What follows belongs to an exercise in optimizing a design on an open flow for small area, a short achievable clock period and few clock cycles per item; a production flow would make more cautious choices. At most, simulation tests tie the RTL to the original design; equivalence was not proved. No activity file was given, so power comes from the tool's default toggle rates.

Design pkt_lkp_top, start of the top module:
module pkt_lkp_top
(
    input  logic      clk,
    input  logic      rst_i,
    input  logic      b2c_pkt_vld_i,
    input  logic      b2c_pkt_lkp_en_i,
    input  pkt_lkp_pkg::lkp_info_t b2c_pkt_lkp_info_i,
    input  pkt_lkp_pkg::odr_id_t   b2c_pkt_odr_id_i,
    input  logic      b2c_pkt_so_i,
    input  pkt_lkp_pkg::payload_t  b2c_pkt_payload_i,
    output logic      c2b_pkt_rdy_o,
    output logic      c2a_lkp_vld_o,
    output pkt_lkp_pkg::lkp_info_t c2a_lkp_info_o,
    output pkt_lkp_pkg::req_id_t   c2a_lkp_req_id_o,
    input  logic      a2c_lkp_rdy_i,
    input  logic      a2c_lkp_rsp_vld_i,
    input  pkt_lkp_pkg::req_id_t   a2c_lkp_rsp_id_i,
    input  pkt_lkp_pkg::lkp_info_t a2c_lkp_rslt_i,
    output logic      c2d_pkt_vld_o,
    output pkt_lkp_pkg::lkp_info_t c2d_pkt_lkp_rslt_o,
    output pkt_lkp_pkg::odr_id_t   c2d_pkt_odr_id_o,
    output logic      c2d_pkt_so_o,
    output pkt_lkp_pkg::payload_t  c2d_pkt_payload_o,
    input  logic      d2c_pkt_rdy_i
);
clock: 4.0 ns
lec_check: 0
cap_margin: 20
core_margin: 2
core_utilization: 40
cts_cluster_diameter: 100
cts_cluster_size: 30
setup_slack_margin: 2.0
slew_margin: 20
tns_end_percent: 100
standard.sh (not shown) runs the stock make flow with config.mk's settings and CLKGATE_MAP_FILE= SYNTH_SCRIPT=/design/flow/synth_recipe.tcl, a recipe that flattens the netlist after the stock synthesis.
==> flow/flow/run.sh <==
#!/bin/bash
# Standard layout, with plain buffers on the ports and footprint-free resizing.
set -euo pipefail
bash standard.sh MATCH_CELL_FOOTPRINT=0 "BUFFER_PORTS_ARGS=-buffer_cell sky130_fd_sc_hd__buf_1" finish > make_finish.log 2>&1
Edit:
--- a/flow/design.v
+++ b/flow/design.v
@@ -50,24 +50,24 @@
     input  logic      a2c_lkp_rdy_i,
     input  logic      a2c_lkp_rsp_vld_i,
     input  pkt_lkp_pkg::req_id_t   a2c_lkp_rsp_id_i,
     input  pkt_lkp_pkg::lkp_info_t a2c_lkp_rslt_i,
     output logic      c2d_pkt_vld_o,
     output pkt_lkp_pkg::lkp_info_t c2d_pkt_lkp_rslt_o,
     output pkt_lkp_pkg::odr_id_t   c2d_pkt_odr_id_o,
     output logic      c2d_pkt_so_o,
     output pkt_lkp_pkg::payload_t  c2d_pkt_payload_o,
     input  logic      d2c_pkt_rdy_i
 );
-    localparam int N      = 1;
-    localparam int IW     = 1;
+    localparam int N      = 3;
+    localparam int IW     = 2;
     localparam int TW     = IW + 1;
     localparam int RW     = pkt_lkp_pkg::LKP_INFO_W;
     localparam int DW     = pkt_lkp_pkg::ODR_ID_W + 1 + pkt_lkp_pkg::PAYLOAD_W;
     logic [IW-1:0] head_q, tail_q, head_inc, tail_inc;
     logic          head_w_q, tail_w_q;
     logic [N-1:0]  tail_oh_q;
     logic [N-1:0]  head_oh_q;
     logic [TW-1:0] head_tag, tail_tag;
     logic          full_q, full_d;
     logic          rdy_q;
     logic          rdy;
@@ -197,31 +197,31 @@
             done_q   <= '0;
         end
         else
         begin
             full_q <= full_d;
             rdy_q  <= !full_d && !req_block_d;
             done_q <= done_q | slot_wr;
             if (load)
             begin
                 done_q[head_q] <= 1'b0;
                 head_q         <= head_inc;
-                head_oh_q      <= head_oh_q;
+                head_oh_q      <= {head_oh_q[N-2:0], head_oh_q[N-1]};
                 if (head_q == IW'(N-1))
                     head_w_q <= !head_w_q;
             end
             if (accept)
             begin
                 done_q[tail_q] <= !b2c_pkt_lkp_en_i;
                 tail_q         <= tail_inc;
-                tail_oh_q      <= tail_oh_q;
+                tail_oh_q      <= {tail_oh_q[N-2:0], tail_oh_q[N-1]};
                 if (tail_q == IW'(N-1))
                     tail_w_q <= !tail_w_q;
             end
         end
     end
     logic [RW-1:0] out_rslt;
     assign out_rslt = (load && head_done) ? head_rslt : a2c_lkp_rslt_i;
     always_comb
     begin
         out_full_d = out_full_q;
         out_done_d = out_done_q;
Effect: The changed run went through all stages and came out clean; setup slack improved by 0.0064 ns; routed wire length increases by 140%; worst hold slack improved by 0.020 ns; power increases to 2.6 times its value; design area increases by 96%.
Function was not checked in any run of this note: the RTL went through the layout flow alone.

========
Another version of the RTL of pkt_lkp_top (not shown whole).
Size in the first run: ~1,300 cells after synthesis, ~520 flip-flops, roughly 0.019 mm^2 of cells after synthesis.
==> flow/config.mk <==
export PLATFORM = sky130hd
export DESIGN_NAME = pkt_lkp_top
export DESIGN_NICKNAME = pkt_lkp_top
export VERILOG_FILES = /design/flow/design.v
export SDC_FILE = /design/flow/constraint.sdc
export NUM_CORES = 4
export LEC_CHECK = 0
export CAP_MARGIN = 20
export CORE_MARGIN = 2
export CORE_UTILIZATION = 40
export CTS_CLUSTER_DIAMETER = 100
export CTS_CLUSTER_SIZE = 30
export SETUP_SLACK_MARGIN = 2.0
export SLEW_MARGIN = 20
export TNS_END_PERCENT = 100
==> flow/constraint.sdc <==
create_clock -name core_clock -period 4.0 [get_ports {clk}]
set_input_delay 0.8000 -clock core_clock [delete_from_list [all_inputs] [get_ports {clk}]]
set_output_delay 0.8000 -clock core_clock [all_outputs]
set_load 0.01 [all_outputs]
Scripts as last shown in full above: flow/flow/run.sh
Testbench counts at the start, summed over its fixed seeds: cycles 8,406, items 3,200.
Rerun with:
--- a/flow/design.v
+++ b/flow/design.v
@@ -55,13 +55,13 @@
     output pkt_lkp_pkg::lkp_info_t c2d_pkt_lkp_rslt_o,
     output pkt_lkp_pkg::odr_id_t   c2d_pkt_odr_id_o,
     output logic      c2d_pkt_so_o,
     output pkt_lkp_pkg::payload_t  c2d_pkt_payload_o,
     input  logic      d2c_pkt_rdy_i
 );
-    localparam int N      = 4;
+    localparam int N      = 3;
     localparam int IW     = 2;
     localparam int TW     = IW + 1;
     localparam int RW     = pkt_lkp_pkg::LKP_INFO_W;
     localparam int DW     = pkt_lkp_pkg::ODR_ID_W + 1 + pkt_lkp_pkg::PAYLOAD_W;
     logic [IW-1:0] head_q, tail_q, head_inc, tail_inc;
     logic          head_w_q, tail_w_q;
@@ -117,18 +117,12 @@
             m_vld_q <= m_vld_d;
             s_vld_q <= s_vld_d;
         end
     end
     always_ff @(posedge clk)
     begin
-        if (rst_i)
-        begin
-            m_info_q <= '0;
-            m_tag_q  <= '0;
-        end
-        else
         if (!m_vld_q || req_pop)
         begin
             if (s_vld_q)
             begin
                 m_info_q <= s_info_q;
                 m_tag_q  <= s_tag_q;
@@ -212,13 +206,13 @@
             head_oh_q <= N'(1);
             tail_q   <= '0;
             tail_oh_q <= N'(1);
             head_w_q <= 1'b0;
             tail_w_q <= 1'b0;
             full_q   <= 1'b0;
-            rdy_q    <= 1'b0;
+            rdy_q    <= 1'b1;
             done_q   <= '0;
         end
         else
         begin
             full_q <= full_d;
             rdy_q  <= !full_d && !req_block_d;
@@ -280,20 +274,12 @@
     begin
         if (load)
             out_tag_q <= head_tag;
     end
     always_ff @(posedge clk)
     begin
-        if (rst_i)
-        begin
-            {c2d_pkt_odr_id_o, c2d_pkt_so_o, c2d_pkt_payload_o} <= '0;
-            c2d_pkt_lkp_rslt_o <= '0;
-        end
-        else
-        begin
-            if (load)
-                {c2d_pkt_odr_id_o, c2d_pkt_so_o, c2d_pkt_payload_o} <= head_data;
-            if (load || out_rsp)
-                c2d_pkt_lkp_rslt_o <= out_rslt;
-        end
+        if (load)
+            {c2d_pkt_odr_id_o, c2d_pkt_so_o, c2d_pkt_payload_o} <= head_data;
+        if (load || out_rsp)
+            c2d_pkt_lkp_rslt_o <= out_rslt;
     end
 endmodule
Global-route usage drops by 2.9 points.
Critical path depth does not change.
Die area drops by 20%.
Total power is lower by 12%.
Via count fell by 30%.
Cell area went down by 19%.
Hold slack improved by 0.031 ns.
Sequential power went down by 5.9%.
Maximum frequency barely changes.
Function not checked in the second run of this note: the RTL went through the layout flow alone.

========
== P ==
The RTL this note starts from:
==> flow/design.v <==
`timescale 1ns/1ps
package pkt_lkp_pkg;
    localparam int LKP_INFO_W     = 20;
    localparam int ODR_ID_W       = 3;
    localparam int PAYLOAD_W      = 64;
    localparam int REQ_ID_W       = 10;
    localparam int ROB_DEPTH      = 8;
    localparam int ROB_IDX_W      = 3;
    localparam int LKP_FIFO_DEPTH = 4;
    localparam int LKP_FIFO_IDX_W = 2;
    localparam int PKT_META_W     = 1 + LKP_INFO_W + ODR_ID_W + 1;
    localparam int LKP_REQ_W      = LKP_INFO_W + REQ_ID_W;
    typedef logic [LKP_INFO_W-1:0] lkp_info_t;
    typedef logic [ODR_ID_W-1:0]   odr_id_t;
    typedef logic [PAYLOAD_W-1:0]  payload_t;
    typedef logic [REQ_ID_W-1:0]   req_id_t;
    typedef logic [ROB_IDX_W-1:0]  rob_idx_t;
    typedef struct packed {
        logic      lkp_en;
        lkp_info_t lkp_info;
        odr_id_t   odr_id;
        logic      so;
    } pkt_meta_t;
    typedef struct packed {
        lkp_info_t info;
        req_id_t   req_id;
    } lkp_req_t;
    typedef struct packed {
        lkp_info_t rslt;
        odr_id_t   odr_id;
        logic      so;
        payload_t  payload;
    } out_pkt_t;
endpackage
`timescale 1ns/1ps
module pkt_lkp_top
(
    input  logic      clk,
    input  logic      rst_i,
    input  logic      b2c_pkt_vld_i,
    input  logic      b2c_pkt_lkp_en_i,
    input  pkt_lkp_pkg::lkp_info_t b2c_pkt_lkp_info_i,
    input  pkt_lkp_pkg::odr_id_t   b2c_pkt_odr_id_i,
    input  logic      b2c_pkt_so_i,
    input  pkt_lkp_pkg::payload_t  b2c_pkt_payload_i,
    output logic      c2b_pkt_rdy_o,
    output logic      c2a_lkp_vld_o,
    output pkt_lkp_pkg::lkp_info_t c2a_lkp_info_o,
    output pkt_lkp_pkg::req_id_t   c2a_lkp_req_id_o,
    input  logic      a2c_lkp_rdy_i,
    input  logic      a2c_lkp_rsp_vld_i,
    input  pkt_lkp_pkg::req_id_t   a2c_lkp_rsp_id_i,
    input  pkt_lkp_pkg::lkp_info_t a2c_lkp_rslt_i,
    output logic      c2d_pkt_vld_o,
    output pkt_lkp_pkg::lkp_info_t c2d_pkt_lkp_rslt_o,
    output pkt_lkp_pkg::odr_id_t   c2d_pkt_odr_id_o,
    output logic      c2d_pkt_so_o,
    output pkt_lkp_pkg::payload_t  c2d_pkt_payload_o,
    input  logic      d2c_pkt_rdy_i
);
    localparam int RW = pkt_lkp_pkg::LKP_INFO_W;
    logic full_q, done_q, full_d, done_d;
    logic empty_q;
    logic req_q, req_d;
    logic leave;
    logic accept;
    assign leave         = c2d_pkt_vld_o && d2c_pkt_rdy_i;
    assign c2b_pkt_rdy_o = empty_q || leave;
    assign accept        = b2c_pkt_vld_i && c2b_pkt_rdy_o;
    assign c2a_lkp_vld_o    = req_q;
    assign c2a_lkp_info_o   = c2d_pkt_lkp_rslt_o;
    assign c2a_lkp_req_id_o = '0;
    always_comb
    begin
        req_d = req_q;
        if (accept && b2c_pkt_lkp_en_i)
            req_d = 1'b1;
        else if (a2c_lkp_rdy_i)
            req_d = 1'b0;
    end
    always_comb
    begin
        full_d = full_q;
        done_d = done_q;
        if (accept)
        begin
            full_d = 1'b1;
            done_d = !b2c_pkt_lkp_en_i;
        end
        else
        begin
            if (leave)
                full_d = 1'b0;
            if (a2c_lkp_rsp_vld_i)
                done_d = 1'b1;
        end
    end
    always_ff @(posedge clk)
    begin
        if (rst_i)
        begin
            full_q        <= 1'b0;
            empty_q       <= 1'b1;
            done_q        <= 1'b0;
            c2d_pkt_vld_o <= 1'b0;
            req_q         <= 1'b0;
        end
        else
        begin
            full_q        <= full_d;
            empty_q       <= !full_d;
            done_q        <= done_d;
            c2d_pkt_vld_o <= full_d && done_d;
            req_q         <= req_d;
        end
    end
    always_ff @(posedge clk)
    begin
        if (accept)
        begin
            {c2d_pkt_odr_id_o, c2d_pkt_so_o, c2d_pkt_payload_o} <=
                {b2c_pkt_odr_id_i, b2c_pkt_so_i, b2c_pkt_payload_i};
            c2d_pkt_lkp_rslt_o <= b2c_pkt_lkp_info_i & {RW{b2c_pkt_lkp_en_i}};
        end
        else if (a2c_lkp_rsp_vld_i)
            c2d_pkt_lkp_rslt_o <= a2c_lkp_rslt_i;
    end
endmodule
==> flow/config.mk <==
export PLATFORM = sky130hd
export DESIGN_NAME = pkt_lkp_top
export DESIGN_NICKNAME = pkt_lkp_top
export VERILOG_FILES = /design/flow/design.v
export SDC_FILE = /design/flow/constraint.sdc
export NUM_CORES = 4
export LEC_CHECK = 0
export CAP_MARGIN = 20
export CORE_MARGIN = 2
export CORE_UTILIZATION = 40
export CTS_CLUSTER_DIAMETER = 100
export CTS_CLUSTER_SIZE = 30
export SETUP_SLACK_MARGIN = 2.0
export SLEW_MARGIN = 20
export TNS_END_PERCENT = 100
==> flow/constraint.sdc <==
create_clock -name core_clock -period 4.0 [get_ports {clk}]
set_input_delay 0.8000 -clock core_clock [delete_from_list [all_inputs] [get_ports {clk}]]
set_output_delay 0.8000 -clock core_clock [all_outputs]
set_load 0.01 [all_outputs]
Scripts as last shown in full above: flow/flow/run.sh
Every stage of the flow completed for P, and the final layout passed the timing, design-rule and antenna checks.
Testbench counts of P, summed over its fixed seeds: cycles 25,812, items 3,200.
--- input diff P..Q ---
==> flow/design.v, changed modules only <==
module pkt_lkp_top
(
    input  logic      clk,
    input  logic      rst_i,
    input  logic      b2c_pkt_vld_i,
    input  logic      b2c_pkt_lkp_en_i,
    input  pkt_lkp_pkg::lkp_info_t b2c_pkt_lkp_info_i,
    input  pkt_lkp_pkg::odr_id_t   b2c_pkt_odr_id_i,
    input  logic      b2c_pkt_so_i,
    input  pkt_lkp_pkg::payload_t  b2c_pkt_payload_i,
    output logic      c2b_pkt_rdy_o,
    output logic      c2a_lkp_vld_o,
    output pkt_lkp_pkg::lkp_info_t c2a_lkp_info_o,
    output pkt_lkp_pkg::req_id_t   c2a_lkp_req_id_o,
    input  logic      a2c_lkp_rdy_i,
    input  logic      a2c_lkp_rsp_vld_i,
    input  pkt_lkp_pkg::req_id_t   a2c_lkp_rsp_id_i,
    input  pkt_lkp_pkg::lkp_info_t a2c_lkp_rslt_i,
    output logic      c2d_pkt_vld_o,
    output pkt_lkp_pkg::lkp_info_t c2d_pkt_lkp_rslt_o,
    output pkt_lkp_pkg::odr_id_t   c2d_pkt_odr_id_o,
    output logic      c2d_pkt_so_o,
    output pkt_lkp_pkg::payload_t  c2d_pkt_payload_o,
    input  logic      d2c_pkt_rdy_i
);
    localparam int RW = pkt_lkp_pkg::LKP_INFO_W;
    logic full_q, done_q, full_d, done_d;
    logic empty_q;
    logic req_q, req_d;
    logic idle_q;
    logic leave;
    logic accept;
    assign leave         = c2d_pkt_vld_o && d2c_pkt_rdy_i;
    assign c2b_pkt_rdy_o = empty_q || leave;
    assign accept        = b2c_pkt_vld_i && c2b_pkt_rdy_o;
    assign c2a_lkp_vld_o    = req_q ||
                              (b2c_pkt_vld_i && b2c_pkt_lkp_en_i && empty_q) ||
                              (b2c_pkt_vld_i && b2c_pkt_lkp_en_i && c2d_pkt_vld_o && d2c_pkt_rdy_i);
    assign c2a_lkp_info_o   = (c2d_pkt_lkp_rslt_o & {RW{req_q}}) | (b2c_pkt_lkp_info_i & {RW{idle_q}});
    assign c2a_lkp_req_id_o = '0;
    always_comb
    begin
        req_d = req_q;
        if (accept && b2c_pkt_lkp_en_i)
            req_d = !a2c_lkp_rdy_i;
        else if (a2c_lkp_rdy_i)
            req_d = 1'b0;
    end
    always_comb
    begin
        full_d = full_q;
        done_d = done_q;
        if (accept)
        begin
            full_d = 1'b1;
            done_d = !b2c_pkt_lkp_en_i;
        end
        else
        begin
            if (leave)
                full_d = 1'b0;
            if (a2c_lkp_rsp_vld_i)
                done_d = 1'b1;
        end
    end
    always_ff @(posedge clk)
    begin
        if (rst_i)
        begin
            full_q        <= 1'b0;
            empty_q       <= 1'b1;
            done_q        <= 1'b0;
            c2d_pkt_vld_o <= 1'b0;
            req_q         <= 1'b0;
            idle_q        <= 1'b1;
        end
        else
        begin
            full_q        <= full_d;
            empty_q       <= !full_d;
            done_q        <= done_d;
            c2d_pkt_vld_o <= full_d && done_d;
            req_q         <= req_d;
            idle_q        <= !req_d;
        end
    end
    always_ff @(posedge clk)
    begin
        if (accept)
        begin
            {c2d_pkt_odr_id_o, c2d_pkt_so_o, c2d_pkt_payload_o} <=
                {b2c_pkt_odr_id_i, b2c_pkt_so_i, b2c_pkt_payload_i};
            c2d_pkt_lkp_rslt_o <= b2c_pkt_lkp_info_i & {RW{b2c_pkt_lkp_en_i}};
        end
        else if (a2c_lkp_rsp_vld_i)
            c2d_pkt_lkp_rslt_o <= a2c_lkp_rslt_i;
    end
endmodule
### Flow results
- Final critical delay including setup and external delays, P and Q: smaller value in P
- Taking P as the reference point, the clock share of power of Q falls by 1.7 points.
- [Q] die height rose 1.0% relative to P
- Maximum fanout encountered on the critical timing path, P and Q: larger value in P
- Combined global-route utilization of all metal layers sits higher in Q than in P.
- When Q is set beside P, its number of nets in the final layout turns out to be 39 larger.
- Endpoint of the most critical setup path: c2b_pkt_rdy_o -> P, c2a_lkp_vld_o -> Q
- Per-cell via count in the routed design: lower on P
- Q reports a higher synthesis-to-layout area growth than P does.
- Of P and Q, the run reporting the higher number of instances resized during post-cts repair was Q.
- Diff P -> Q: cell area saw an increase; part of the Yosys area used for sequential elements fell 1.1 points.
Only the layout flow was run in Q; the RTL was not checked for function there.

==> port drivers added, routing unchanged <==
No port has a modelled driver above. Below, the same layouts with a new extraction and two added sets of constraints. Step 1 sets driving cells, clkbuf_16 on the clock port and buf_2 on the other inputs (assumed; they add their load-dependent delay and slew). Step 2 times the ports against the registers' clock, not the clock port: input delays grow and output delays shrink by t, the midpoint of the rising clock arrivals with the driver on. a / b / c = ideal / step 1 / step 2; a / b = the first two.
run	t (ns)	setup slack, ns	worst setup path after step 2
the first run of note 1	0.486	2.016 / 1.983 / 1.651	input to register
the second run of note 1	0.567	2.022 / 1.991 / 1.607	input to register
the first run of note 2	0.615	2.051 / 2.000 / 1.508	input to register
the second run of note 2	0.572	2.055 / 2.006 / 1.598	input to register
P	0.377	2.000 / 1.972 / 1.720	input to register
Q	0.377	1.736 / 1.698 / 1.655	input to register
After both steps setup and hold are still met in every run listed. The setup slack of the first run of note 2, which loses most, moves by -0.051 ns with the drivers and by -0.543 ns with both steps.
